Background: an optimization exercise with open tools, aiming at small area, a short achievable clock period and few clock cycles. Do not read the settings as production practice.
The RTL was checked by simulation tests, not by an equivalence proof against the original design.
No activity file was given, so power comes from the tool's default toggle rates.

before:
Design tetris_top, start of the top module:
module tetris_top (
    input  logic   clk,
    input  logic   rst_n,
    input  logic   in_valid,
    input  tetris_pkg::shape_t tetrominoes,
    input  tetris_pkg::col_t   position,
    output logic   score_valid,
    output tetris_pkg::score_t score,
    output logic   fail,
    output logic   tetris_valid,
    output tetris_pkg::board_t tetris
);
clock: 12.0 ns
lec_check: 0
abc_area: 1
cap_margin: 20
core_margin: 2
core_utilization: 30
setup_slack_margin: 5
slew_margin: 20
standard.sh (not shown) runs the stock make flow with config.mk's settings and CLKGATE_MAP_FILE= SYNTH_SCRIPT=/design/flow/synth_recipe.tcl, a recipe that flattens the netlist after the stock synthesis.
==> flow/flow/run.sh <==
#!/bin/bash
set -euo pipefail
rm -rf scripts_abc
cp -r "$FLOW_HOME/scripts" scripts_abc
cp flow/abc_area.script scripts_abc/abc_area.script
bash standard.sh "SCRIPTS_DIR=$PWD/scripts_abc" \
    "BUFFER_PORTS_ARGS=-buffer_cell sky130_fd_sc_hd__buf_2" finish > flow.log 2>&1
==> flow/flow/abc_area.script <==
strash
dc2
&get -n
&dch -f
&nf
&put
buffer -c
topo
stime -c
upsize -c
dnsize -c
Testbench counts of before, summed over its fixed seeds: cycles 6,465.
The following lists how after was set up differently from before:
Settings: a deleted ABC_AREA that had been 1.
==> flow/flow/run.sh <==
#!/bin/bash
set -euo pipefail
bash standard.sh "BUFFER_PORTS_ARGS=-buffer_cell sky130_fd_sc_hd__buf_2" \
    SETUP_SLACK_MARGIN=6.5 finish > flow.log 2>&1
removed: flow/flow/abc_area.script
## What came out
after: flow completed, timing, DRC and antenna clean. For required time at the worst-slack endpoint, after and before come out practically identical. The met2 track demand over resource reported for after is greater than that of before by 5.3 points. before has a higher sequential share of layout area than after. Number of buffers inserted for hold repair after clock tree synthesis: after vs before identical. Row length of routed wiring on met1: after higher / before lower. [after] global-route usage rose 3.8 points relative to before. Design internal power in after is 37% above before. [compare] base=before new=after: final net count increased 13%; share of power burned in combinational logic up 7.2 points; number of ordinary and repair buffers in the finished layout now sits higher.

---

## rev 12
The RTL this note starts from:
==> flow/design.v <==
`default_nettype none
package tetris_pkg;
    localparam int BOARD_W     = 6;
    localparam int BOARD_H     = 12;
    localparam int BOARD_H_EXT = 16;
    typedef logic [2:0] shape_t;
    typedef logic [2:0] col_t;
    typedef logic [3:0] row_t;
    typedef logic [3:0] score_t;
    typedef logic [4:0] count_t;
    typedef logic [BOARD_W*BOARD_H-1:0]     board_t;
    typedef logic [BOARD_W*BOARD_H_EXT-1:0] ext_board_t;
    typedef row_t [BOARD_W-1:0]             heights_t;
    localparam count_t PIECES_PER_GAME = 5'd16;
    localparam shape_t SHAPE_SQUARE = 3'd0;
    localparam shape_t SHAPE_BAR_V  = 3'd1;
    localparam shape_t SHAPE_BAR_H  = 3'd2;
    localparam shape_t SHAPE_J_UP   = 3'd3;
    localparam shape_t SHAPE_L_FLAT = 3'd4;
    localparam shape_t SHAPE_L_UP   = 3'd5;
    localparam shape_t SHAPE_S_V    = 3'd6;
    localparam shape_t SHAPE_Z_FLAT = 3'd7;
    typedef enum logic [2:0] {
        st_idle   = 3'b000,
        st_place  = 3'b001,
        st_clear  = 3'b100,
        st_report = 3'b011,
        st_fail   = 3'b101,
        st_over   = 3'b111
    } game_state_t;
endpackage
`default_nettype wire
`timescale 1ns/1ns
`default_nettype none
module tetris_top (
    input  logic   clk,
    input  logic   rst_n,
    input  logic   in_valid,
    input  tetris_pkg::shape_t tetrominoes,
    input  tetris_pkg::col_t   position,
    output logic   score_valid,
    output tetris_pkg::score_t score,
    output logic   fail,
    output logic   tetris_valid,
    output tetris_pkg::board_t tetris
);
    localparam int W  = 6;
    localparam int H  = 12;
    logic [W*H-1:0] board_q;     
    logic           busy_q;      
    logic           clr_q;       
    logic [3:0]     count_q;     
    logic [3:0]     score_q;
    logic [3:0]     bt_q;        
    logic [2:0]     shape_q;
    logic [2:0]     col_q;
    logic [3:0]     pany_q;      
    logic [W*H-1:0] sky;
    always_comb begin
        for (int c = 0; c < W; c++) begin
            sky[c*H + H-1] = board_q[(H-1)*W + c];
            for (int y = H-2; y >= 0; y--)
                sky[c*H + y] = sky[c*H + y+1] | board_q[y*W + c];
        end
    end
    logic [7:0] pd;      
    logic [7:0] sd;      
    always_comb begin
        for (int i = 0; i < 8; i++) begin
            pd[i] = (position == 3'(i)) & ~clr_q;
            sd[i] = (tetrominoes == 3'(i));
        end
    end
    logic [W-1:0] lc0, lc1, lc2;
    always_comb begin
        for (int c = 0; c < W; c++) begin
            lc2[c] = pd[c] & sd[3];
            lc1[c] = pd[c] & sd[6];
            lc0[c] = pd[c] & ~sd[3] & ~sd[6];
            if (c >= 1) begin
                lc1[c] = lc1[c] | pd[c-1] & sd[4];
                lc0[c] = lc0[c] | pd[c-1] & ~sd[4] & ~sd[1];
            end
            if (c >= 2) begin
                lc1[c] = lc1[c] | pd[c-2] & (sd[4] | sd[7]);
                lc0[c] = lc0[c] | pd[c-2] & sd[2];
            end
            if (c >= 3)
                lc0[c] = lc0[c] | pd[c-3] & sd[2];
        end
    end
    logic [12:0] tb;
    always_comb begin
        for (int x = 0; x < 13; x++) begin
            tb[x] = 1'b0;
            for (int c = 0; c < W; c++) begin
                if (x < H)     tb[x] = tb[x] | lc0[c] & sky[c*H + ((x < H) ? x : 0)];
                if (x + 1 < H) tb[x] = tb[x] | lc1[c] & sky[c*H + ((x + 1 < H) ? x + 1 : 0)];
                if (x + 2 < H) tb[x] = tb[x] | lc2[c] & sky[c*H + ((x + 2 < H) ? x + 2 : 0)];
            end
        end
    end
    function automatic logic [4*W-1:0] shape_rows(input logic [2:0] s, input logic [2:0] c);
        logic [4*W-1:0] p;
        case (s)
            3'd0: p = {6'b000000, 6'b000000, 6'b000011, 6'b000011};
            3'd1: p = {6'b000001, 6'b000001, 6'b000001, 6'b000001};
            3'd2: p = {6'b000000, 6'b000000, 6'b000000, 6'b001111};
            3'd3: p = {6'b000000, 6'b000011, 6'b000010, 6'b000010};
            3'd4: p = {6'b000000, 6'b000000, 6'b000111, 6'b000001};
            3'd5: p = {6'b000000, 6'b000001, 6'b000001, 6'b000011};
            3'd6: p = {6'b000000, 6'b000001, 6'b000011, 6'b000010};
            default: p = {6'b000000, 6'b000000, 6'b000110, 6'b000011};
        endcase
        for (int i = 0; i < 4; i++)
            shape_rows[6*i +: 6] = p[6*i +: 6] << c;
    endfunction
    logic           accept;
    logic [4*W-1:0] pin;         
    logic [12:0]    bd;          
    logic [W*H-1:0] mask;        
    always_comb begin
        accept = in_valid & ~busy_q;
        pin = shape_rows(tetrominoes, position) & {4*W{accept}};
        bd[0] = ~tb[0];
        for (int x = 1; x < 13; x++)
            bd[x] = tb[x-1] & ~tb[x];
        for (int r = 0; r < H; r++) begin
            mask[r*W +: W] = '0;
            for (int i = 0; i < 4; i++)
                if (r - i >= 0)
                    mask[r*W +: W] = mask[r*W +: W] | (bd[r-i] ? pin[6*i +: 6] : 6'd0);
        end
    end
    logic [4*W-1:0] pq;
    logic [3:0]     pany;
    logic [3:0]     bx;          
    logic [W-1:0]   row12;
    logic           ext13;
    always_comb begin
        pq = shape_rows(shape_q, col_q);
        pany = pany_q;
        bx[0] = bt_q[0] & ~bt_q[1];
        bx[1] = bt_q[1] & ~bt_q[2];
        bx[2] = bt_q[2] & ~bt_q[3];
        bx[3] = bt_q[3];
        row12 = '0;
        for (int i = 0; i < 4; i++)
            row12 = row12 | (bx[3-i] ? pq[6*i +: 6] : 6'd0);
        ext13 = bx[3] & (pany[1] | pany[2] | pany[3]) |
                bx[2] & (pany[2] | pany[3]) |
                bx[1] & pany[3];
    end
    logic [W*(H+1)-1:0] mrg;     
    always_comb begin
        mrg[W*H-1:0] = board_q & {W*H{~clr_q}};
        mrg[W*H +: W] = busy_q ? row12 : 6'd0;
    end
    logic [H-1:0] full;
    logic [H-1:0] up;
    logic         any_full, multi;
    always_comb begin
        for (int r = 0; r < H; r++)
            full[r] = &board_q[r*W +: W];
        up[0] = full[0];
        for (int r = 1; r < H; r++)
            up[r] = up[r-1] | full[r];
        any_full = |full;
        multi = 1'b0;
        for (int r = 1; r < H; r++)
            for (int d = 1; d <= 3; d++)
                if (r - d >= 0)
                    multi = multi | (full[r] & full[(r - d >= 0) ? r-d : 0]);
    end
    logic ext0, over, rep, last, gend;
    always_comb begin
        ext0 = ext13 | (|row12);
        rep  = busy_q & ~multi;
        over = rep & (any_full ? ext13 : ext0);
        last = rep & (count_q == 4'd15);
        gend = over | last;
    end
    logic [W*H-1:0] nb;
    always_comb begin
        for (int j = 0; j < H; j++)
            nb[j*W +: W] = up[j] ? mrg[(j+1)*W +: W] : mrg[j*W +: W];
    end
    always_ff @(posedge clk or negedge rst_n) begin
        if (!rst_n) begin
            busy_q  <= 1'b0;
            clr_q   <= 1'b1;
            count_q <= '0;
            score_q <= '0;
        end else begin
            busy_q  <= busy_q ? multi : in_valid;
            clr_q   <= gend;
            if (rep) begin
                count_q <= gend ? 4'd0 : count_q + 4'd1;
                score_q <= gend ? 4'd0 : score_q + 4'(any_full);
            end else if (busy_q) begin
                score_q <= score_q + 4'd1;
            end
        end
    end
    always_ff @(posedge clk)
        board_q <= nb | mask;
    always_ff @(posedge clk) begin
        if (busy_q) begin
            bt_q    <= {1'b0, bt_q[3:1]};
        end else begin
            bt_q    <= tb[11:8];
            shape_q <= tetrominoes;
            pany_q  <= {sd[1], sd[1] | sd[3] | sd[5] | sd[6], ~sd[2], 1'b1};
            col_q   <= position;
        end
    end
    assign score_valid  = rep;
    assign score        = rep ? score_q + 4'(any_full) : 4'd0;
    assign fail         = over;
    assign tetris_valid = gend;
    assign tetris       = gend ? nb : '0;
endmodule
`default_nettype wire
export LEC_CHECK = 0
export ABC_AREA = 1
export CAP_MARGIN = 20
export CORE_MARGIN = 2
export CORE_UTILIZATION = 30
export SETUP_SLACK_MARGIN = 5
export SLEW_MARGIN = 20
create_clock -name core_clock -period 12.0 [get_ports {clk}]
==> flow/flow/run.sh <==
#!/bin/bash
set -euo pipefail
MARGIN=6
rm -rf scripts_abc
cp -r "$FLOW_HOME/scripts" scripts_abc
cp flow/abc_area.script scripts_abc/abc_area.script
bash standard.sh "SCRIPTS_DIR=$PWD/scripts_abc" \
    "BUFFER_PORTS_ARGS=-buffer_cell sky130_fd_sc_hd__buf_2" \
    SETUP_SLACK_MARGIN=$MARGIN finish > flow.log 2>&1
==> flow/flow/abc_area.script <==
strash
dc2
&get -n
&dch -f
&nf
&put
buffer -c
topo
stime -c
upsize -c
dnsize -c
Rev 12 | status: complete | timing, DRC, antenna: pass
Testbench counts of rev 12, summed over its fixed seeds: cycles 6,465.
Edits applied to the flow inputs when going from rev 12 to rev 13:
Settings: CORE_UTILIZATION: 30 -> 45.
-- flow/flow/run.sh --
<<< rev 12, line 1
#!/bin/bash
set -euo pipefail
MARGIN=6
rm -rf scripts_abc
cp -r "$FLOW_HOME/scripts" scripts_abc
>>> rev 13, line 1
#!/bin/bash
set -euo pipefail
MARGIN=5
rm -rf scripts_abc
cp -r "$FLOW_HOME/scripts" scripts_abc
-- flow/flow/abc_area.script --
<<< rev 12, line 1
strash
dc2
&get -n
>>> rev 13, line 1
strash
dc2
balance
rewrite
refactor
balance
rewrite
rewrite -z
balance
refactor -z
rewrite -z
balance
dc2
&get -n
Results
- Measured against each other, rev 13 and rev 12 differ in average via count per standard cell, the lower figure coming from rev 12.
- Of rev 13 and rev 12, it is rev 13 that has the lower area growth from synthesis to final layout.
- Between rev 13 and rev 12, the difference in share of synthesized area spent on multiplexers is negligible.
- Going from rev 12 to rev 13, tap cell count shrank by more than a quarter.
- Summary: synthesized area, rev 13 better than rev 12

[separate check: timing with driven ports]
No port has a modelled driver above. Below, the same layouts with a new extraction and two added sets of constraints.
Step 1, drivers: a clkbuf_16 drives clk and a buf_2 each remaining input, both assumed.
Step 2, shift: input delay + t, output delay - t, t = (earliest + latest rising clock arrival at the registers) / 2. This alone moves slack from input paths to output paths.
Slacks: ideal / step 1 / step 2; pairs: ideal / step 1.
run	t (ns)	slack for setup (ns)	worst register clock-pin slew, ns
before	0.410	5.476 / 5.430 / 5.456	0.08 / 0.08
after	0.419	6.295 / 6.247 / 6.183	0.08 / 0.08
rev 12	0.415	6.099 / 6.048 / 5.746	0.08 / 0.08
rev 13	0.405	5.506 / 5.460 / 5.654	0.08 / 0.08
After both steps every run listed still meets setup and hold. The setup slack of rev 12, which loses most, moves by -0.051 ns with the drivers and by -0.353 ns with both steps.
